This design comes from an exercise in tuning for small area and a short achievable clock period on the open sky130 flow, not from production work.
Where RTL was checked, it was by simulation tests only, not by an equivalence proof against the original.
The RTL of run 1 was laid out without a check of its function.
Power figures rest on the tool's default switching activity, not on a simulated workload.

--- flow/config.mk ---
export PLATFORM = sky130hd
export DESIGN_NAME = datapath
export DESIGN_NICKNAME = datapath
export VERILOG_FILES = /design/flow/design.v
export SDC_FILE = /design/flow/constraint.sdc
export NUM_CORES = 4
export LEC_CHECK = 0
export CAP_MARGIN = 20
export CORE_MARGIN = 2
export CORE_UTILIZATION = 30
export SLEW_MARGIN = 20
export SYNTH_HIERARCHICAL = 1
export TNS_END_PERCENT = 0
--- flow/standard.sh ---
#!/bin/bash
# synth_recipe.tcl (not shown) runs the flow's synth.tcl, then flattens the netlist and writes it again
# the make line also repeats each setting of config.mk as NAME=value (left out here)
make -C /OpenROAD-flow-scripts/flow DESIGN_CONFIG=/design/flow/config.mk WORK_HOME=/design/flow/orfs CLKGATE_MAP_FILE= SYNTH_SCRIPT=/design/flow/synth_recipe.tcl "${@:-finish}"
--- flow/flow/run.sh ---
#!/bin/bash
set -e
EXTRA='SETUP_SLACK_MARGIN=7 TNS_END_PERCENT=0'
EXTRA="$EXTRA CTS_ARGS='-sink_clustering_enable -repair_clock_nets -dont_use_dummy_load'"
sed -e "s/SETUP_SLACK_MARGIN=[0-9.]* //" -e "s|\"\${@:-finish}\"|$EXTRA \"\${@:-finish}\"|" standard.sh > my_standard.sh
bash my_standard.sh > standard.log 2>&1
--- flow/design.v ---
package cpu_types_pkg;
  typedef logic [32-1:0] word_t;
  typedef logic [4:0] regbits_t;
  typedef enum logic [5:0] {
    RTYPE = 6'b000000,
    J     = 6'b000010,
    JAL   = 6'b000011,
    BEQ   = 6'b000100,
    BNE   = 6'b000101,
    ADDI  = 6'b001000,
    ADDIU = 6'b001001,
    SLTI  = 6'b001010,
    SLTIU = 6'b001011,
    ANDI  = 6'b001100,
    ORI   = 6'b001101,
    XORI  = 6'b001110,
    LUI   = 6'b001111,
    LW    = 6'b100011,
    SW    = 6'b101011,
    HALT  = 6'b111111
  } opcode_t;
  typedef enum logic [5:0] {
    SLL  = 6'b000000,
    SRL  = 6'b000010,
    JR   = 6'b001000,
    ADD  = 6'b100000,
    ADDU = 6'b100001,
    SUB  = 6'b100010,
    SUBU = 6'b100011,
    AND  = 6'b100100,
    OR   = 6'b100101,
    XOR  = 6'b100110,
    NOR  = 6'b100111,
    SLT  = 6'b101010,
    SLTU = 6'b101011
  } funct_t;
  typedef enum logic [3:0] {
    ALU_SLL  = 4'b0000,
    ALU_SRL  = 4'b0001,
    ALU_ADD  = 4'b0010,
    ALU_SUB  = 4'b0011,
    ALU_AND  = 4'b0100,
    ALU_OR   = 4'b0101,
    ALU_XOR  = 4'b0110,
    ALU_NOR  = 4'b0111,
    ALU_SLT  = 4'b1010,
    ALU_SLTU = 4'b1011
  } aluop_t;
endpackage
package dp_types_pkg;
  typedef enum logic [2:0] {
    PCSRC_NPC = 3'd0,
    PCSRC_REG = 3'd1,
    PCSRC_JMP = 3'd2,
    PCSRC_BR  = 3'd3
  } pcsrc_t;
  typedef enum logic [1:0] {
    REGDST_RD = 2'd0,
    REGDST_RT = 2'd1,
    REGDST_RA = 2'd2
  } regdst_t;
  typedef enum logic [1:0] {
    REGSRC_ALU = 2'd0,
    REGSRC_MEM = 2'd1,
    REGSRC_LUI = 2'd2,
    REGSRC_PC4 = 2'd3
  } regsrc_t;
  typedef enum logic {ALUSRC_REG = 1'b0, ALUSRC_IMM = 1'b1} alusrc_t;
endpackage
`timescale 1ns/1ps
module register_file (
  input  logic        CLK,
  input  logic        nRST,
  input  logic        WEN,
  input  logic [4:0]  wsel,
  input  logic [1:0]  wkind,    
  input  logic [31:0] wsum,
  input  logic [31:0] woth,
  input  logic        wcout,    
  input  logic        wflip,    
  input  logic [4:0]  rsel1,
  input  logic [4:0]  rsel2,
  output logic [31:0] rdat1,
  output logic [31:0] rdat2,
  output logic [31:0] psum      
);
  logic [31:0] regs [1:31];
  logic [31:1] valid;
  logic        pend_v;
  logic [4:0]  pend_sel;
  logic [1:0]  pend_kind;
  logic [31:0] pend_sum, pend_oth;
  logic        pend_cout, pend_flip;
  logic [31:0] pend_d;
  logic [31:1] pmask;
  logic [31:1] ren;
  always_ff @(posedge CLK, negedge nRST) begin
    if (!nRST) pend_v <= 1'b0;
    else       pend_v <= WEN && (wsel != 5'd0);
  end
  always_ff @(posedge CLK) begin
    pend_sel  <= wsel;
    pend_kind <= wkind;
    pend_sum  <= wsum;
    pend_oth  <= woth;
    pend_cout <= wcout;
    pend_flip <= wflip;
  end
  assign psum = pend_sum;
  always_comb begin
    case (pend_kind)
      2'd0:    pend_d = pend_sum;
      2'd1:    pend_d = pend_oth;
      default: pend_d = {31'd0, ~pend_cout ^ pend_flip};
    endcase
  end
  always_comb begin
    for (int i = 1; i < 32; i++) pmask[i] = pend_v && (pend_sel == i[4:0]);
  end
  always_ff @(posedge CLK, negedge nRST) begin
    if (!nRST) valid <= '0;
    else       valid <= valid | pmask;
  end
  always_ff @(posedge CLK) begin
    for (int i = 1; i < 32; i++) begin
      if (pmask[i]) regs[i] <= pend_d;
    end
  end
  assign ren = valid & ~pmask;
  logic [31:0] sel1, sel2;
  logic [31:0] col [0:31];
  always_comb begin
    sel1[0] = pend_v && (pend_sel == rsel1);
    sel2[0] = pend_v && (pend_sel == rsel2);
    for (int i = 1; i < 32; i++) begin
      sel1[i] = ren[i] && (rsel1 == i[4:0]);
      sel2[i] = ren[i] && (rsel2 == i[4:0]);
    end
    for (int b = 0; b < 32; b++) begin
      col[b][0] = pend_d[b];
      for (int i = 1; i < 32; i++) col[b][i] = regs[i][b];
    end
  end
  for (genvar b = 0; b < 32; b++) begin : g_rd
    rf_andor u1 (.d(col[b]), .s(sel1), .y(rdat1[b]));
    rf_andor u2 (.d(col[b]), .s(sel2), .y(rdat2[b]));
  end
endmodule
module rf_andor (
  input  logic [31:0] d,
  input  logic [31:0] s,
  output logic        y
);
  assign y = |(d & s);
endmodule
`timescale 1ns/1ps
module alu (
  input  logic [31:0] a,
  input  logic [31:0] b,
  input  logic        sub,      
  input  logic        uns,      
  input  logic [1:0]  lop,      
  input  logic        left,     
  output logic [31:0] sum,
  output logic        cout,
  output logic        flip,     
  output logic [31:0] lres,
  output logic [31:0] sres
);
  logic [31:0] bx;
  logic [31:0] sh_in, sh_out, a_rev;
  assign bx = b ^ {32{sub}};
  ks_add32 add0 (.a(a), .b(bx), .cin(sub), .sum(sum), .cout(cout));
  assign flip = ~uns & (a[31] ^ b[31]);
  always_comb begin
    case (lop)
      2'd0: lres = a & b;
      2'd1: lres = a | b;
      2'd2: lres = a ^ b;
      default: lres = ~(a | b);
    endcase
  end
  always_comb begin
    for (int i = 0; i < 32; i++) a_rev[i] = a[31-i];
  end
  assign sh_in  = left ? a_rev : a;
  assign sh_out = sh_in >> b[4:0];
  always_comb begin
    for (int i = 0; i < 32; i++) sres[i] = left ? sh_out[31-i] : sh_out[i];
  end
endmodule
module ks_add32 (
  input  logic [31:0] a,
  input  logic [31:0] b,
  input  logic        cin,
  output logic [31:0] sum,
  output logic        cout
);
  logic [31:0] p, g;
  logic [31:0] g1n, p1n, g2, p2, g3n, p3n, g4, p4, g5n, p5n;
  ks_pg pg0 (.a(a), .b(b), .cin(cin), .p(p), .g(g));
  ks_lvl_pn #(.D(1))  l1 (.g(g),   .p(p),   .gn(g1n), .pn(p1n));
  ks_lvl_np #(.D(2))  l2 (.gn(g1n), .pn(p1n), .g(g2),   .p(p2));
  ks_lvl_pn #(.D(4))  l3 (.g(g2),  .p(p2),  .gn(g3n), .pn(p3n));
  ks_lvl_np #(.D(8))  l4 (.gn(g3n), .pn(p3n), .g(g4),   .p(p4));
  ks_lvl_pn #(.D(16)) l5 (.g(g4),  .p(p4),  .gn(g5n), .pn(p5n));
  ks_sum s0 (.p(p), .cin(cin), .cn(g5n), .sum(sum), .cout(cout));
endmodule
module ks_pg (
  input  logic [31:0] a,
  input  logic [31:0] b,
  input  logic        cin,
  output logic [31:0] p,
  output logic [31:0] g
);
  always_comb begin
    p = a ^ b;
    g = a & b;
    g[0] = (a[0] & b[0]) | ((a[0] | b[0]) & cin);
  end
endmodule
module ks_lvl_pn #(parameter int D = 1) (
  input  logic [31:0] g,
  input  logic [31:0] p,
  output logic [31:0] gn,
  output logic [31:0] pn
);
  always_comb begin
    for (int i = 0; i < 32; i++) begin
      if (i >= D) begin
        gn[i] = ~(g[i] | (p[i] & g[i-D]));
        pn[i] = ~(p[i] & p[i-D]);
      end else begin
        gn[i] = ~g[i];
        pn[i] = ~p[i];
      end
    end
  end
endmodule
module ks_lvl_np #(parameter int D = 1) (
  input  logic [31:0] gn,
  input  logic [31:0] pn,
  output logic [31:0] g,
  output logic [31:0] p
);
  always_comb begin
    for (int i = 0; i < 32; i++) begin
      if (i >= D) begin
        g[i] = ~(gn[i] & (pn[i] | gn[i-D]));
        p[i] = ~(pn[i] | pn[i-D]);
      end else begin
        g[i] = ~gn[i];
        p[i] = ~pn[i];
      end
    end
  end
endmodule
module ks_sum (
  input  logic [31:0] p,
  input  logic        cin,
  input  logic [31:0] cn,
  output logic [31:0] sum,
  output logic        cout
);
  always_comb begin
    sum[0] = p[0] ^ cin;
    for (int i = 1; i < 32; i++) sum[i] = p[i] ^ ~cn[i-1];
    cout = ~cn[31];
  end
endmodule
`timescale 1ns/1ps
module control_unit (
  input  logic [5:0] op,
  input  logic [5:0] fn,
  output logic       is_r,      
  output logic       zext,      
  output logic       sub,
  output logic       uns,
  output logic [1:0] lop,
  output logic       left,
  output logic [1:0] wkind,     
  output logic [2:0] osel,      
  output logic [1:0] wdst,      
  output logic       regw,
  output logic       mem,       
  output logic       lw,
  output logic       sw,
  output logic       jr,
  output logic       jmp,
  output logic       br,        
  output logic       hlt
);
  always_comb begin
    is_r = (op == 6'h00);
    zext = op[2];
    lw   = (op == 6'h23);
    sw   = (op == 6'h2b);
    mem  = lw | sw;
    jr   = is_r && (fn == 6'h08);
    jmp  = (op[5:1] == 5'b00001);
    br   = (op[5:1] == 5'b00010);
    hlt  = (op == 6'h3f);
    sub  = is_r ? fn[1] : (op[5:1] == 5'b00101);
    uns  = is_r ? fn[0] : op[0];
    lop  = is_r ? fn[1:0] : op[1:0];
    left = ~fn[1];
    wkind = 2'd1;
    osel  = 3'd0;
    wdst  = 2'd1;
    regw  = 1'b0;
    if (is_r) begin
      wdst = 2'd0;
      if (fn[5]) begin
        case (fn[3:2])
          2'b00:   wkind = 2'd0;
          2'b01:   wkind = 2'd1;
          default: wkind = 2'd2;
        endcase
      end else begin
        osel = 3'd1;
      end
      case (fn)
        6'h00, 6'h02, 6'h20, 6'h21, 6'h22, 6'h23, 6'h24, 6'h25, 6'h26, 6'h27,
        6'h2a, 6'h2b: regw = 1'b1;
        default: regw = 1'b0;
      endcase
    end else if (op == 6'h03) begin
      wdst = 2'd2;
      osel = 3'd3;
      regw = 1'b1;
    end else if (op[5:3] == 3'b001) begin
      regw = 1'b1;
      case (op[2:1])
        2'b00:   wkind = 2'd0;
        2'b01:   wkind = 2'd2;
        default: osel  = (op[2:0] == 3'b111) ? 3'd2 : 3'd0;
      endcase
    end else if (lw) begin
      osel = 3'd4;
      regw = 1'b1;
    end
  end
endmodule
`timescale 1ns/1ps
import cpu_types_pkg::*;
import dp_types_pkg::*;
module request_unit (
  input  logic CLK,
  input  logic nRST,
  input  logic ihit,
  input  logic dhit,
  input  logic dREN,
  input  logic dWEN,
  output logic dmemREN,
  output logic dmemWEN
);
  always_ff @(posedge CLK, negedge nRST) begin
    if (!nRST) begin
      dmemREN <= 1'b0;
      dmemWEN <= 1'b0;
    end else if (dhit) begin
      dmemREN <= 1'b0;
      dmemWEN <= 1'b0;
    end else if (ihit) begin
      if (dREN) begin
        dmemREN <= 1'b1;
      end
      if (dWEN) begin
        dmemWEN <= 1'b1;
      end
    end
  end
endmodule
`timescale 1ns/1ps
module datapath (
  input  logic        CLK,
  input  logic        nRST,
  output logic        imemREN,
  output logic [31:0] imemaddr,
  input  logic [31:0] imemload,
  input  logic        ihit,
  output logic        dmemREN,
  output logic        dmemWEN,
  output logic [31:0] dmemaddr,
  output logic [31:0] dmemstore,
  input  logic [31:0] dmemload,
  input  logic        dhit,
  output logic        halt
);
  logic        is_r, zext, sub, uns, left, regw, mem, lw, sw, jr, jmp, br, hlt;
  logic [1:0]  lop, wkind, wdst;
  logic [2:0]  osel;
  logic [31:0] rdat1, rdat2;
  logic [31:0] imm32, alu_b, sum, lres, sres, woth;
  logic        cout, flip;
  logic [4:0]  wsel;
  logic [31:0] cpc, npc, pc4, baddr;
  logic        complete, ihit_live, taken;
  control_unit cu (
    .op(imemload[31:26]), .fn(imemload[5:0]),
    .is_r(is_r), .zext(zext), .sub(sub), .uns(uns), .lop(lop), .left(left),
    .wkind(wkind), .osel(osel), .wdst(wdst), .regw(regw), .mem(mem), .lw(lw), .sw(sw),
    .jr(jr), .jmp(jmp), .br(br), .hlt(hlt)
  );
  assign ihit_live = ihit & ~halt;
  assign complete  = mem ? (dhit & ~halt) : ihit_live;
  assign imm32 = {{16{imemload[15] & ~zext}}, imemload[15:0]};
  assign alu_b = is_r ? rdat2 : imm32;
  alu alu0 (
    .a(rdat1), .b(alu_b), .sub(sub), .uns(uns), .lop(lop), .left(left),
    .sum(sum), .cout(cout), .flip(flip), .lres(lres), .sres(sres)
  );
  assign pc4   = cpc + 32'd4;
  assign baddr = pc4 + {{14{imemload[15]}}, imemload[15:0], 2'b00};
  assign taken = br && ((rdat1 == rdat2) ^ imemload[26]);
  always_comb begin
    if (jr)         npc = rdat1;
    else if (jmp)   npc = {pc4[31:28], imemload[25:0], 2'b00};
    else if (taken) npc = baddr;
    else            npc = pc4;
  end
  always_ff @(posedge CLK, negedge nRST) begin
    if (!nRST)         cpc <= 32'h0000_0000;
    else if (complete) cpc <= npc;
  end
  always_comb begin
    case (wdst)
      2'd0:    wsel = imemload[15:11];
      2'd1:    wsel = imemload[20:16];
      default: wsel = 5'd31;
    endcase
    case (osel)
      3'd0:    woth = lres;
      3'd1:    woth = sres;
      3'd2:    woth = {imemload[15:0], 16'd0};
      3'd3:    woth = pc4;
      default: woth = dmemload;
    endcase
  end
  register_file rf (
    .CLK(CLK), .nRST(nRST), .WEN(regw & complete), .wsel(wsel),
    .wkind(wkind), .wsum(sum), .woth(woth), .wcout(cout), .wflip(flip),
    .rsel1(imemload[25:21]), .rsel2(imemload[20:16]),
    .rdat1(rdat1), .rdat2(rdat2), .psum(dmemaddr)
  );
  always_ff @(posedge CLK, negedge nRST) begin
    if (!nRST)                halt <= 1'b0;
    else if (hlt && complete) halt <= 1'b1;
  end
  always_ff @(posedge CLK) begin
    dmemstore <= rdat2;
  end
  assign imemREN  = ~halt;
  assign imemaddr = cpc;
  request_unit ru (
    .CLK(CLK), .nRST(nRST), .ihit(ihit_live), .dhit(dhit), .dREN(lw), .dWEN(sw),
    .dmemREN(dmemREN), .dmemWEN(dmemWEN)
  );
endmodule
--- flow/constraint.sdc ---
create_clock -name core_clock -period 13.5 [get_ports {CLK}]
set_input_delay 2.7000 -clock core_clock [delete_from_list [all_inputs] [get_ports {CLK}]]
set_output_delay 2.7000 -clock core_clock [all_outputs]
set_load 0.01 [all_outputs]
==> summary.md, run 1 <==
The flow ran to the end and the layout has no timing, DRC or antenna violations. Routability-driven placement finished with a final weighted congestion of 0.998. Measured along the x axis, the die boundary spans 446 µm. Input and output buffers added on the ports amount to 167. The worst setup path is captured at a flip-flop. The initial antenna violation count was 20; the number of max-slew violations in the final report was 0. For this design the ratio of total power to cell area is 109 nW/µm².

Summed over all failing endpoints, the final setup total negative slack is 0 ns. Maximum number of pins on one net before global-route repair: 65. After detailed routing, the met2 layer carries 116000 µm of wire.

Total number of H-tree levels: 4. The internal portion of the total power is 5920 µW. Counting every instance in the synthesized netlist gives 4688.

The signal on the critical path passes through buf_2 -> bufbuf_16 -> nand3b_1 -> buf_4 -> nor3_4 -> clkbuf_16 -> a22oi_2 -> nand4_1 -> or4_4 -> buf_6 -> mux4_2 -> mux2i_4 -> o22ai_2 -> a211o_1 -> a21oi_2 -> o2bb2ai_2 -> mux4_2 -> mux2_2. The run gives 0.0242 µW as the static power due to leakage. The worst register-to-register path has a setup slack of 6.65 ns. For the clock buffer count from CTS, the log shows 133. For this block, the initial DRC count from the detailed router was 8802. Number of nets in the layout: 5386.

The vias after detailed routing is 49800, and the length of the first detailed-routing pass in iterations is 7. The average instance in the mapped netlist occupies 12.5 µm². The top routing layer in use is met5.

The worst path in the final design needs a cycle of 7.00 ns, including I/O delays and setup. The via count of the first global-routing pass is 46200, and the global-route usage over all layers is 26.0%. Once detail routing completed, the nets flagged for antenna violations numbered 0.

Across the routed clock network, the largest skew measured is 0.0875 ns. The die covers 199000 µm². The overall power consumption was 7770 µW; the largest stage delay on the critical path was 0.82 ns. Of the total power, registers draw 51.9%.

The clock network is responsible for 39.8% of the overall power. The clock-pin transition on the worst setup and hold timing paths was 0.05 ns. The tools report the remaining routing DRC violations as 0.

The logs give 0 for the number of hold-slack violations in the final timing report and 270000 µm for the total wire length. After legalization and detailed placement, the total HPWL measured 169000 µm. The yosys synthesis warning count was 22; the fraction of final layout cells with drive strength greater than 1 was 19.4%.

In the finished design, the share of the clock period the worst path needs comes to 51.8%. The post-synthesis cell area was 58600 µm². The slowest cell on the critical path was sky130_fd_sc_hd__or4_4. Met1 layer wirelength in the final routing: 99500 µm. Cell repeated most along the worst path: sky130_fd_sc_hd__mux4_2. For this run, the top clock speed supported by timing is 143 MHz. The run gives 4891 as the synthesized net count.

The later pin in the worst-skew pair is clocked with a latency of 0.80 ns. The total overflow left after global routing is 0. After detailed routing, the met3 layer carries 35700 µm of wire. Net switching is 23.8% of the power. The area growth from synthesis to layout works out to 21.3%. For the final-report setup violation count, the log shows 0.

The clock tree root driver cell was sky130_fd_sc_hd__clkbuf_16. The number of clock sinks seen by CTS is 1164, and the wire length per cell after detailed routing is 35.0 µm. The tools report the switching power summed over all nets as 1850 µW.

IR analysis of the VDD net gives a maximum drop of 0.117 mV. Data on the critical path arrives at its endpoint at 7.61 ns. The area taken by flip-flops and latches came out at 33600 µm². The maximum number of buffers from clock root to sink is 3, and the number of buffers inserted for hold repair after clock tree synthesis is 0. The run gives 8.3% as the combinational power share. The type of the worst min-delay path was reg -> reg. For the worst setup path, the data required time is 14.11 ns. The logs give 18700 for the number of inserted filler cells in the final layout and 30.1% for the effective utilization at floorplan. For the pin with the worst max-slew slack, the measured transition is 1.28 ns. The max-slew headroom at the worst pin was 13.9%.

The first global-routing pass estimated 366000 µm of wire. Along the worst path, the maximum fanout reaches 8. Broken down by cell family, the worst path's largest delay share belongs to simple AND/OR/NAND/NOR gates. STA classifies the critical path startpoint as a primary input. Setup repair after global routing could not meet its margin everywhere. 168 I/O pins were placed. Row generation in the floorplan step produced 162 rows. The multi-input combinational cells in the finished layout cover a total of 25200 µm².

TritonCTS built the clock tree. The count of buffer and inverter cells on the critical path was 5; the floorplan core area was 195000 µm². Using the TritonRoute via totals, the vias-per-cell ratio works out to 6.44. The critical path class was in -> reg. Measured along the y axis, the die boundary spans 446 µm. The tools report the count of maximum capacitance violations as 0.
==> timing repair <==
item / 4_1_cts / 5_1_grt
setup buffers: 67 / 44
pin swaps: 50 / 68
resized for setup: 230 / 125
endpoints found under the setup margin: 95 / 92
gates cloned: 20 / 7
==> routing by layer <==
layer | track usage, % | vias up
met3 | 7.29 | 808
li1 | - | 20100
met4 | 16.3 | 14
met1 | 33.4 | 24800
met5 | 0 | -
met2 | 38.6 | 4086
==> worst register-to-register path, cell delays in order (launching register included) <==
cell and delay, ns:
sky130_fd_sc_hd__dfxtp_1 0.56, sky130_fd_sc_hd__nand4b_1 0.74, sky130_fd_sc_hd__o21ai_0 1.03, sky130_fd_sc_hd__nor4_4 0.08
sky130_fd_sc_hd__buf_4 0.35, sky130_fd_sc_hd__a22oi_2 0.27, sky130_fd_sc_hd__nand4_1 0.22, sky130_fd_sc_hd__or4_4 0.72
sky130_fd_sc_hd__buf_6 0.18, sky130_fd_sc_hd__mux2_4 0.33, sky130_fd_sc_hd__buf_4 0.18, sky130_fd_sc_hd__mux4_2 0.43
sky130_fd_sc_hd__mux2i_2 0.20, sky130_fd_sc_hd__nor3_2 0.08, sky130_fd_sc_hd__a211o_1 0.30, sky130_fd_sc_hd__a21oi_2 0.20
sky130_fd_sc_hd__o2bb2ai_2 0.11, sky130_fd_sc_hd__mux4_2 0.46, sky130_fd_sc_hd__mux2_2 0.28
==> registers in the layout (all words and copies together), names as in the netlist <==
| signal | flops |
|---|---|
| rf.valid | 31 |
| cpc | 32 |
| rf.pend_cout | 1 |
| ru.dmemREN | 1 |
| halt | 1 |
| rf.pend_kind | 2 |
| ru.dmemWEN | 1 |
| dmemstore | 32 |
| rf.regs | 992 |
| rf.pend_v | 1 |
| rf.pend_oth | 32 |
| rf.pend_sum | 32 |
| rf.pend_flip | 1 |
| rf.pend_sel | 5 |
==> path summary, 6_finish.rpt <==
check                               startpoint         endpoint  cells after the start
worst max-delay path              imemload[23]  rf.pend_oth[28]                     18
worst min-delay path              rf.valid[20]     rf.valid[20]                      1
worst max register to register  rf.pend_sel[2]  rf.pend_oth[28]                     18
worst min register to register    rf.valid[20]     rf.valid[20]                      1
max in group asynchronous                 nRST      rf.valid[5]                      2
min in group asynchronous                 nRST          cpc[19]                      1
==> power by group through the flow <==
stage	Combinational [µW]	Clock (µW)	Sequential [µW]
3_5_place_dp	587	0	4100
2_1_floorplan	306	0	4090
4_1_cts	620	3110	4030
6_report	643	3090	4030
5_1_grt	673	3250	4030
3_3_place_gp	583	0	4100
==> layout by cell type (no fill, tap or decap), drive strengths merged, types with 122 or more instances in the layout <==
cell	instances
clkbuf	143
mux2i	122
inv	156
nor2	205
clkdlybuf4s50	155
buf	317
a22oi	1030
edfxtp	992
nand2	206
a21oi	164
nand4	277
o21ai	218
ha	134
==> per-stage QoR <==
step	hold WS [ns]	setup WS [ns]	instances	utilization, %	area (µm²)
3_3_place_gp	0.445	3.92	7451	33.4	65000
6_report	0.460	6.50	7732	36.5	71100
3_5_place_dp	0.445	3.94	7452	33.4	65000
2_1_floorplan	0.426	5.04	4688	-	58800
4_1_cts	0.460	6.58	7672	36.1	70200
5_1_grt	0.479	6.55	7724	36.5	71100
==> layout make-up <==
type	count	area share (%)
Antenna cell	9	0.0317
Clock buffer	133	4.68
Inverter	160	0.869
Multi-Input combinational cell	3227	35.4
Sequential cell	1164	47.2
Tap cell	2542	4.47
Timing Repair Buffer	496	7.29
Timing Repair inverter	1	0.0106
==> run 2: changes to the inputs <==
--- a/flow/design.v
+++ b/flow/design.v
@@ -76,6 +76,8 @@
   input  logic [1:0]  wkind,    
   input  logic [31:0] wsum,
   input  logic [31:0] woth,
+  input  logic [31:0] wsh,      
+  input  logic        wleft,
   input  logic        wcout,    
   input  logic        wflip,    
   input  logic [4:0]  rsel1,
@@ -89,7 +91,8 @@
   logic        pend_v;
   logic [4:0]  pend_sel;
   logic [1:0]  pend_kind;
-  logic [31:0] pend_sum, pend_oth;
+  logic [31:0] pend_sum, pend_oth, pend_sh, sh_rev;
+  logic        pend_left;
   logic        pend_cout, pend_flip;
   logic [31:0] pend_d;
   logic [31:1] pmask;
@@ -103,15 +106,21 @@
     pend_kind <= wkind;
     pend_sum  <= wsum;
     pend_oth  <= woth;
+    pend_sh   <= wsh;
+    pend_left <= wleft;
     pend_cout <= wcout;
     pend_flip <= wflip;
   end
   assign psum = pend_sum;
   always_comb begin
+    for (int i = 0; i < 32; i++) sh_rev[i] = pend_sh[31-i];
+  end
+  always_comb begin
     case (pend_kind)
       2'd0:    pend_d = pend_sum;
       2'd1:    pend_d = pend_oth;
-      default: pend_d = {31'd0, ~pend_cout ^ pend_flip};
+      2'd2:    pend_d = {31'd0, ~pend_cout ^ pend_flip};
+      default: pend_d = pend_left ? sh_rev : pend_sh;
     endcase
   end
   always_comb begin
@@ -151,8 +160,29 @@
   input  logic [31:0] s,
   output logic        y
 );
+  logic [3:0]  t8;
+  logic [1:0]  t16n;
+  for (genvar k = 0; k < 4; k++) begin : g_ao
+    rf_ao8 u (.d(d[8*k +: 8]), .s(s[8*k +: 8]), .y(t8[k]));
+  end
+  for (genvar k = 0; k < 2; k++) begin : g_n2
+    rf_nor2 u (.a(t8[2*k]), .b(t8[2*k+1]), .y(t16n[k]));
+  end
+  rf_nand2 u_out (.a(t16n[0]), .b(t16n[1]), .y(y));
+endmodule
+module rf_ao8 (
+  input  logic [7:0] d,
+  input  logic [7:0] s,
+  output logic       y
+);
   assign y = |(d & s);
 endmodule
+module rf_nor2 (input logic a, b, output logic y);
+  assign y = ~(a | b);
+endmodule
+module rf_nand2 (input logic a, b, output logic y);
+  assign y = ~(a & b);
+endmodule
 `timescale 1ns/1ps
 module alu (
   input  logic [31:0] a,
@@ -165,38 +195,39 @@
   output logic        cout,
   output logic        flip,     
   output logic [31:0] lres,
-  output logic [31:0] sres
+  output logic [31:0] x,        
+  output logic [31:0] sres      
 );
   logic [31:0] bx;
-  logic [31:0] sh_in, sh_out, a_rev;
+  logic [31:0] p, g;
+  logic [31:0] sh_in, a_rev;
   assign bx = b ^ {32{sub}};
-  ks_add32 add0 (.a(a), .b(bx), .cin(sub), .sum(sum), .cout(cout));
+  ks_add32 add0 (.a(a), .b(bx), .cin(sub), .sum(sum), .cout(cout), .p(p), .g(g));
   assign flip = ~uns & (a[31] ^ b[31]);
+  assign x = p;
   always_comb begin
     case (lop)
-      2'd0: lres = a & b;
-      2'd1: lres = a | b;
-      2'd2: lres = a ^ b;
-      default: lres = ~(a | b);
+      2'd0: lres = g;
+      2'd1: lres = p | g;
+      2'd2: lres = p;
+      default: lres = ~(p | g);
     endcase
   end
   always_comb begin
     for (int i = 0; i < 32; i++) a_rev[i] = a[31-i];
   end
   assign sh_in  = left ? a_rev : a;
-  assign sh_out = sh_in >> b[4:0];
-  always_comb begin
-    for (int i = 0; i < 32; i++) sres[i] = left ? sh_out[31-i] : sh_out[i];
-  end
+  assign sres   = sh_in >> b[4:0];
 endmodule
 module ks_add32 (
   input  logic [31:0] a,
   input  logic [31:0] b,
   input  logic        cin,
   output logic [31:0] sum,
-  output logic        cout
+  output logic        cout,
+  output logic [31:0] p,        
+  output logic [31:0] g         
 );
-  logic [31:0] p, g;
   logic [31:0] g1n, p1n, g2, p2, g3n, p3n, g4, p4, g5n, p5n;
   ks_pg pg0 (.a(a), .b(b), .cin(cin), .p(p), .g(g));
   ks_lvl_pn #(.D(1))  l1 (.g(g),   .p(p),   .gn(g1n), .pn(p1n));
@@ -272,14 +303,14 @@
 module control_unit (
   input  logic [5:0] op,
   input  logic [5:0] fn,
-  output logic       is_r,      
+  output logic       brt,       
   output logic       zext,      
   output logic       sub,
   output logic       uns,
   output logic [1:0] lop,
   output logic       left,
   output logic [1:0] wkind,     
-  output logic [2:0] osel,      
+  output logic [1:0] osel,      
   output logic [1:0] wdst,      
   output logic       regw,
   output logic       mem,       
@@ -290,6 +321,7 @@
   output logic       br,        
   output logic       hlt
 );
+  logic is_r;
   always_comb begin
     is_r = (op == 6'h00);
     zext = op[2];
@@ -299,13 +331,14 @@
     jr   = is_r && (fn == 6'h08);
     jmp  = (op[5:1] == 5'b00001);
     br   = (op[5:1] == 5'b00010);
+    brt  = is_r | br;
     hlt  = (op == 6'h3f);
-    sub  = is_r ? fn[1] : (op[5:1] == 5'b00101);
+    sub  = is_r ? (fn[1] & ~fn[2]) : (op[5:1] == 5'b00101);
     uns  = is_r ? fn[0] : op[0];
     lop  = is_r ? fn[1:0] : op[1:0];
     left = ~fn[1];
     wkind = 2'd1;
-    osel  = 3'd0;
+    osel  = 2'd0;
     wdst  = 2'd1;
     regw  = 1'b0;
     if (is_r) begin
@@ -317,7 +350,7 @@
           default: wkind = 2'd2;
         endcase
       end else begin
-        osel = 3'd1;
+        wkind = 2'd3;
       end
       case (fn)
         6'h00, 6'h02, 6'h20, 6'h21, 6'h22, 6'h23, 6'h24, 6'h25, 6'h26, 6'h27,
@@ -326,17 +359,17 @@
       endcase
     end else if (op == 6'h03) begin
       wdst = 2'd2;
-      osel = 3'd3;
+      osel = 2'd2;
       regw = 1'b1;
     end else if (op[5:3] == 3'b001) begin
       regw = 1'b1;
       case (op[2:1])
         2'b00:   wkind = 2'd0;
         2'b01:   wkind = 2'd2;
-        default: osel  = (op[2:0] == 3'b111) ? 3'd2 : 3'd0;
+        default: osel  = (op[2:0] == 3'b111) ? 2'd1 : 2'd0;
       endcase
     end else if (lw) begin
-      osel = 3'd4;
+      osel = 2'd3;
       regw = 1'b1;
     end
   end
@@ -387,32 +420,32 @@
   input  logic        dhit,
   output logic        halt
 );
-  logic        is_r, zext, sub, uns, left, regw, mem, lw, sw, jr, jmp, br, hlt;
+  logic        brt, zext, sub, uns, left, regw, mem, lw, sw, jr, jmp, br, hlt;
   logic [1:0]  lop, wkind, wdst;
-  logic [2:0]  osel;
+  logic [1:0]  osel;
   logic [31:0] rdat1, rdat2;
-  logic [31:0] imm32, alu_b, sum, lres, sres, woth;
+  logic [31:0] imm32, alu_b, sum, lres, sres, woth, x;
   logic        cout, flip;
   logic [4:0]  wsel;
   logic [31:0] cpc, npc, pc4, baddr;
   logic        complete, ihit_live, taken;
   control_unit cu (
     .op(imemload[31:26]), .fn(imemload[5:0]),
-    .is_r(is_r), .zext(zext), .sub(sub), .uns(uns), .lop(lop), .left(left),
+    .brt(brt), .zext(zext), .sub(sub), .uns(uns), .lop(lop), .left(left),
     .wkind(wkind), .osel(osel), .wdst(wdst), .regw(regw), .mem(mem), .lw(lw), .sw(sw),
     .jr(jr), .jmp(jmp), .br(br), .hlt(hlt)
   );
   assign ihit_live = ihit & ~halt;
   assign complete  = mem ? (dhit & ~halt) : ihit_live;
   assign imm32 = {{16{imemload[15] & ~zext}}, imemload[15:0]};
-  assign alu_b = is_r ? rdat2 : imm32;
+  assign alu_b = brt ? rdat2 : imm32;
   alu alu0 (
     .a(rdat1), .b(alu_b), .sub(sub), .uns(uns), .lop(lop), .left(left),
-    .sum(sum), .cout(cout), .flip(flip), .lres(lres), .sres(sres)
+    .sum(sum), .cout(cout), .flip(flip), .lres(lres), .x(x), .sres(sres)
   );
   assign pc4   = cpc + 32'd4;
   assign baddr = pc4 + {{14{imemload[15]}}, imemload[15:0], 2'b00};
-  assign taken = br && ((rdat1 == rdat2) ^ imemload[26]);
+  assign taken = br && ((x == 32'd0) ^ imemload[26]);
   always_comb begin
     if (jr)         npc = rdat1;
     else if (jmp)   npc = {pc4[31:28], imemload[25:0], 2'b00};
@@ -430,16 +463,15 @@
       default: wsel = 5'd31;
     endcase
     case (osel)
-      3'd0:    woth = lres;
-      3'd1:    woth = sres;
-      3'd2:    woth = {imemload[15:0], 16'd0};
-      3'd3:    woth = pc4;
+      2'd0:    woth = lres;
+      2'd1:    woth = {imemload[15:0], 16'd0};
+      2'd2:    woth = pc4;
       default: woth = dmemload;
     endcase
   end
   register_file rf (
     .CLK(CLK), .nRST(nRST), .WEN(regw & complete), .wsel(wsel),
-    .wkind(wkind), .wsum(sum), .woth(woth), .wcout(cout), .wflip(flip),
+    .wkind(wkind), .wsum(sum), .woth(woth), .wsh(sres), .wleft(left), .wcout(cout), .wflip(flip),
     .rsel1(imemload[25:21]), .rsel2(imemload[20:16]),
     .rdat1(rdat1), .rdat2(rdat2), .psum(dmemaddr)
   );
==> flow/flow/run.sh (replaced) <==
#!/bin/bash
# The standard layout (standard.sh, its synthesis unchanged) with:
# - a clock tree of clkbuf_8 without dummy loads,
# - plain buf_2 port buffers instead of the default delay-cell buffers.
set -e
EXTRA='SETUP_SLACK_MARGIN=8 TNS_END_PERCENT=0'
EXTRA="$EXTRA CTS_ARGS='-sink_clustering_enable -repair_clock_nets -dont_use_dummy_load -buf_list sky130_fd_sc_hd__clkbuf_8'"
EXTRA="$EXTRA BUFFER_PORTS_ARGS='-buffer_cell sky130_fd_sc_hd__buf_2'"
sed -e "s/SETUP_SLACK_MARGIN=[0-9.]* //" -e "s|\"\${@:-finish}\"|$EXTRA \"\${@:-finish}\"|" standard.sh > my_standard.sh
bash my_standard.sh > standard.log 2>&1
--- a/flow/config.mk
+++ b/flow/config.mk
@@ -7,7 +7,9 @@
 export LEC_CHECK = 0
 export CAP_MARGIN = 20
 export CORE_MARGIN = 2
-export CORE_UTILIZATION = 30
+export CORE_UTILIZATION = 50
+export CTS_BUF_LIST = sky130_fd_sc_hd__clkbuf_8
+export PLACE_DENSITY = 0.62
 export SLEW_MARGIN = 20
 export SYNTH_HIERARCHICAL = 1
 export TNS_END_PERCENT = 0
==> run 2 against run 1 <==
  * Still clean on timing, DRC and antenna
  * Cell area fell by 4.7%
  * Core utilization increased by 24 points
  * Register-to-register slack gained 0.27 ns
  * Sequential power increased by 2%
  * Combinational power grew 3.6%
  * Largest cell class unchanged
  * Critical path depth increased by 4
  * Die area fell by 42%
  * Hold slack improved by 0.0028 ns
==> summary.md, run 2 <==
The power density relative to cell area is 109 nW/µm² (about the same). The final worst slack came out at 6.92 ns (was 6.50 ns). The run gives 48200 (was 49800) as the vias after detailed routing. The run gives 0 (unchanged) as the residual overflow from global routing. The run finished with no timing, DRC or antenna violations. The logs give 9 (was 7) for the length of the first detailed-routing pass in iterations and 0.0238 µW (was 0.0242 µW) for the static power due to leakage. For the number of inserted filler cells in the final layout, the log shows 8867 (was 18700). Full die area: 116000 µm² (was 199000 µm²).

The clock latency on the worst-skew pair was 0.91 ns (was 0.80 ns); the placed wire-length estimate after detailed placement was 151000 µm (was 169000 µm). The post-synthesis cell area is 56800 µm² (was 58600 µm²), and the floorplan core area is 112000 µm² (was 195000 µm²). The antenna violation net count after detailed routing is 0 (unchanged), and the worst voltage drop across the vdd grid is 0.0998 mV (was 0.117 mV).

The required time at the worst-slack endpoint came out at 14.26 ns (was 14.11 ns). The logs give 50.4% (was 30.1%) for the effective utilization at floorplan and 243000 µm (was 270000 µm) for the total wire length. The die width came out at 341 µm (was 446 µm). Highest-count cells in the layout ignoring fill and taps: sky130_fd_sc_hd__a22oi_1 (1009), sky130_fd_sc_hd__edfxtp_1 (992), sky130_fd_sc_hd__nand4_1 (267) (was sky130_fd_sc_hd__edfxtp_1 (992), sky130_fd_sc_hd__a22oi_1 (955), sky130_fd_sc_hd__nand4_1 (277)).

The maximum fanout encountered on the critical timing path is 32 (was 8). The number of flip-flops under the largest register name works out to 992 (unchanged). For the synthesized net count, the log shows 4596 (was 4891).

The transition time at the pin with the least slew margin was 1.17 ns (was 1.28 ns); the maximum number of buffers from clock root to sink was 3 (unchanged). The logs give 0.0922 ns (was 0.0875 ns) for the worst clock skew and 0 (unchanged) for the final-report setup violation count. The data arrival time of the critical path was 7.35 ns (was 7.61 ns); the total number of H-tree levels was 4 (unchanged).

Top register by number of flip-flops: rf.regs (unchanged). The initial antenna violation count is 15 (was 20), and the final RePlAce weighted congestion is 1.09 (was 0.998). The number of max-slew violations in the final report came out at 0 (unchanged). The via count of the first global-routing pass was 43700 (was 46200).

The run gives 0 (unchanged) as the count of maximum capacitance violations. Clock buffer count from CTS: 195 (was 133). Leading cell type in the layout, fill and taps excluded: sky130_fd_sc_hd__a22oi_1 (was sky130_fd_sc_hd__edfxtp_1). The fraction of final layout cells with drive strength greater than 1 came out at 25.4% (was 19.4%). The tools report the instance area after placement as 61300 µm² (was 65000 µm²).

The final critical path time including I/O delays and setup is 6.58 ns (was 7.00 ns), and the max-slew headroom at the worst pin is 22.0% (was 13.9%). The run gives 68 (was 65) as the maximum number of pins on one net before global-route repair. The share of the clock period used by the worst path is 48.8% (was 51.8%).

The largest stage delay on the critical path came out at 0.85 ns (was 0.82 ns). The post-route setup TNS is 0 ns (unchanged). Wire length per cell after detailed routing: 37.5 µm (was 35.0 µm). The I/O pin count is 168 (unchanged), and the number of rows created at floorplan is 123 (was 162).

The tools report the clock tree root driver cell as sky130_fd_sc_hd__clkbuf_8 (was sky130_fd_sc_hd__clkbuf_16). Count of input and output buffers: 167 (unchanged). The clock-pin transition on the worst setup and hold timing paths is 0.06 ns (was 0.05 ns), and the post-synthesis instance total is 4457 (was 4688). The slowest cell on the critical path is sky130_fd_sc_hd__nand4b_1 (was sky130_fd_sc_hd__or4_4). The global-route usage over all layers was 40.1% (was 26.0%). The vias per cell is 7.43 (was 6.44), and the slack of the worst reg-to-reg path is 6.92 ns (was 6.65 ns). The tools report the number of hold-slack violations in the final timing report as 0 (unchanged). The number of nets in the layout is 5123 (was 5386). TritonCTS built the clock tree.

The run gives 152 MHz (was 143 MHz) as the achievable clock frequency. Setup repair after global routing could not meet its margin everywhere. Type of the worst min-delay path: reg -> reg (unchanged). The y dimension of the die is 341 µm (was 446 µm).

The run gives 4.47 ns (was 3.94 ns) as the pre-CTS worst setup slack. The area growth from synthesis to layout works out to 19.4% (was 21.3%). The critical path startpoint category was a flip-flop (was a primary input).

Critical path class: reg -> reg (was in -> reg). The logs give 0 (unchanged) for the remaining routing DRC violations and 6149 (was 7452) for the instance count after placement with tap cells included. The final instance count without filler cells was 6487 (was 7732).

The logs give 67800 µm² (was 71100 µm²) for the post-layout instance area and 8416 (was 8802) for the initial DRC count. The cell repeated most along the worst path is sky130_fd_sc_hd__buf_12 (was sky130_fd_sc_hd__mux4_2). The yosys synthesis warning count is 22 (unchanged). The mean post-synth cell area came out at 12.7 µm² (was 12.5 µm²).

Critical path, cell by cell: nand4b_1 -> o21ai_1 -> nor3_4 -> buf_12 -> a22oi_1 -> nand4_1 -> nor2_2 -> nand2_2 -> mux2_4 -> xor2_2 -> ha_4 -> nor4_4 -> nand4_1 -> o21a_1 -> o21ai_4 -> buf_12 -> buf_12 -> buf_6 -> nand2_2 -> o211ai_1 -> o211ai_1 -> a21oi_1 (was buf_2 -> bufbuf_16 -> nand3b_1 -> buf_4 -> nor3_4 -> clkbuf_16 -> a22oi_2 -> nand4_1 -> or4_4 -> buf_6 -> mux4_2 -> mux2i_4 -> o22ai_2 -> a211o_1 -> a21oi_2 -> o2bb2ai_2 -> mux4_2 -> mux2_2). The number of clock sinks seen by CTS came out at 1197 (was 1164). The tools report the wire length of the first global-routing pass as 331000 µm (was 366000 µm).

Type of destination of the critical path: a flip-flop (unchanged). The number of buffers inserted for hold repair after clock tree synthesis was 0 (unchanged); the utilization after layout was 60.2% (was 36.5%).
==> run 2: power by group <==
part,switching (µW),total (µW),internal (µW)
Clock,1320,2580,1260
Sequential,23.2,4130,4100
Combinational,467,666,199
==> run 2: repair_timing <==
item | in CTS | in global routing
cloned | 11 | 5
pin swaps | 86 | 106
gates resized for setup | 430 | 144
setup buffers | 47 | 73
endpoints found under the setup margin | 127 | 117
==> run 2: cell type report <==
class	count	area, µm²	share of cell area (%)
clock buffer	195	2680	3.96
antenna	5	12.5	0.0185
inverter	65	246	0.364
tap	1500	1880	2.77
sequential	1197	34200	50.5
multi-input combinational	3072	24800	36.6
timing repair buffer	453	3920	5.79
==> run 2: worst paths after layout <==
kind                                start           end  depth (start not counted)
setup / recovery           rf.pend_sel[2]       cpc[22]                         22
hold / removal               rf.valid[13]  rf.valid[13]                          1
setup reg to reg           rf.pend_sel[2]       cpc[22]                         22
hold reg to reg              rf.valid[13]  rf.valid[13]                          1
max in group asynchronous            nRST  rf.valid[15]                          2
min in group asynchronous            nRST       cpc[11]                          1
==> run 2: per-stage QoR <==
| step | total power [µW] | hold slack (ns) |
|---|---|---|
| floorplan | 4500 | 0.426 |
| global placement | 4770 | 0.446 |
| detailed placement | 4770 | 0.447 |
| CTS | 7330 | 0.460 |
| global route | 7560 | 0.476 |
| finish | 7380 | 0.462 |
==> run 2: metal layers <==
| metal | part of all wire (%) | track usage [%] | vias to the layer above | wire length [µm] |
|---|---|---|---|---|
| met5 | 0.091 | 0.735 | - | 221 |
| met4 | 5.3 | 17.5 | 14 | 13000 |
| met3 | 16 | 14.3 | 706 | 38700 |
| met2 | 42 | 56.2 | 4189 | 101000 |
| met1 | 37 | 56.0 | 24000 | 89600 |
| li1 | - | - | 19300 | - |
==> run 2: critical path, delay by kind of cell, from the launching register on <==
family	cells	cell delay (ns)
AOI/OAI and AO/OA	7	2.13
buffers and inverters	4	0.60
adders and majority gates	1	0.27
DFF	1	0.51
and+or+nand+nor	8	2.45
muxes	1	0.29
xor gates and xnor gates	1	0.16

## port drivers added, routing unchanged
The flow's constraints put no driver on any port. The routed layouts listed below were extracted and timed again, unchanged, in two steps. Step 1, drivers: a clkbuf_16 drives CLK and a buf_2 each remaining input, both assumed. Step 2 moves the port delays by t, midway between the first and last clock arrival at a register: inputs arrive t later, outputs are due t later. That takes back most of the time a late clock gives input paths. a / b / c = ideal / step 1 / step 2; a / b = the first two.
run | t (ns) | slack for setup (ns) | hold slack, ns | latest minus earliest clock arrival (ns) | worst slew at a driven data input, ns
run 1 | 0.834 | 6.500 / 6.538 / 5.704 | 0.460 / 0.460 / 0.460 | 0.093 / 0.094 | 0.07
run 2 | 0.929 | 6.917 / 6.848 / 5.919 | 0.462 / 0.462 / 0.462 | 0.094 / 0.094 | 0.21
After both steps setup and hold are still met in every run listed. For run 2, which loses most, drivers alone change the setup slack by -0.069 ns; drivers and shift together by -0.998 ns.
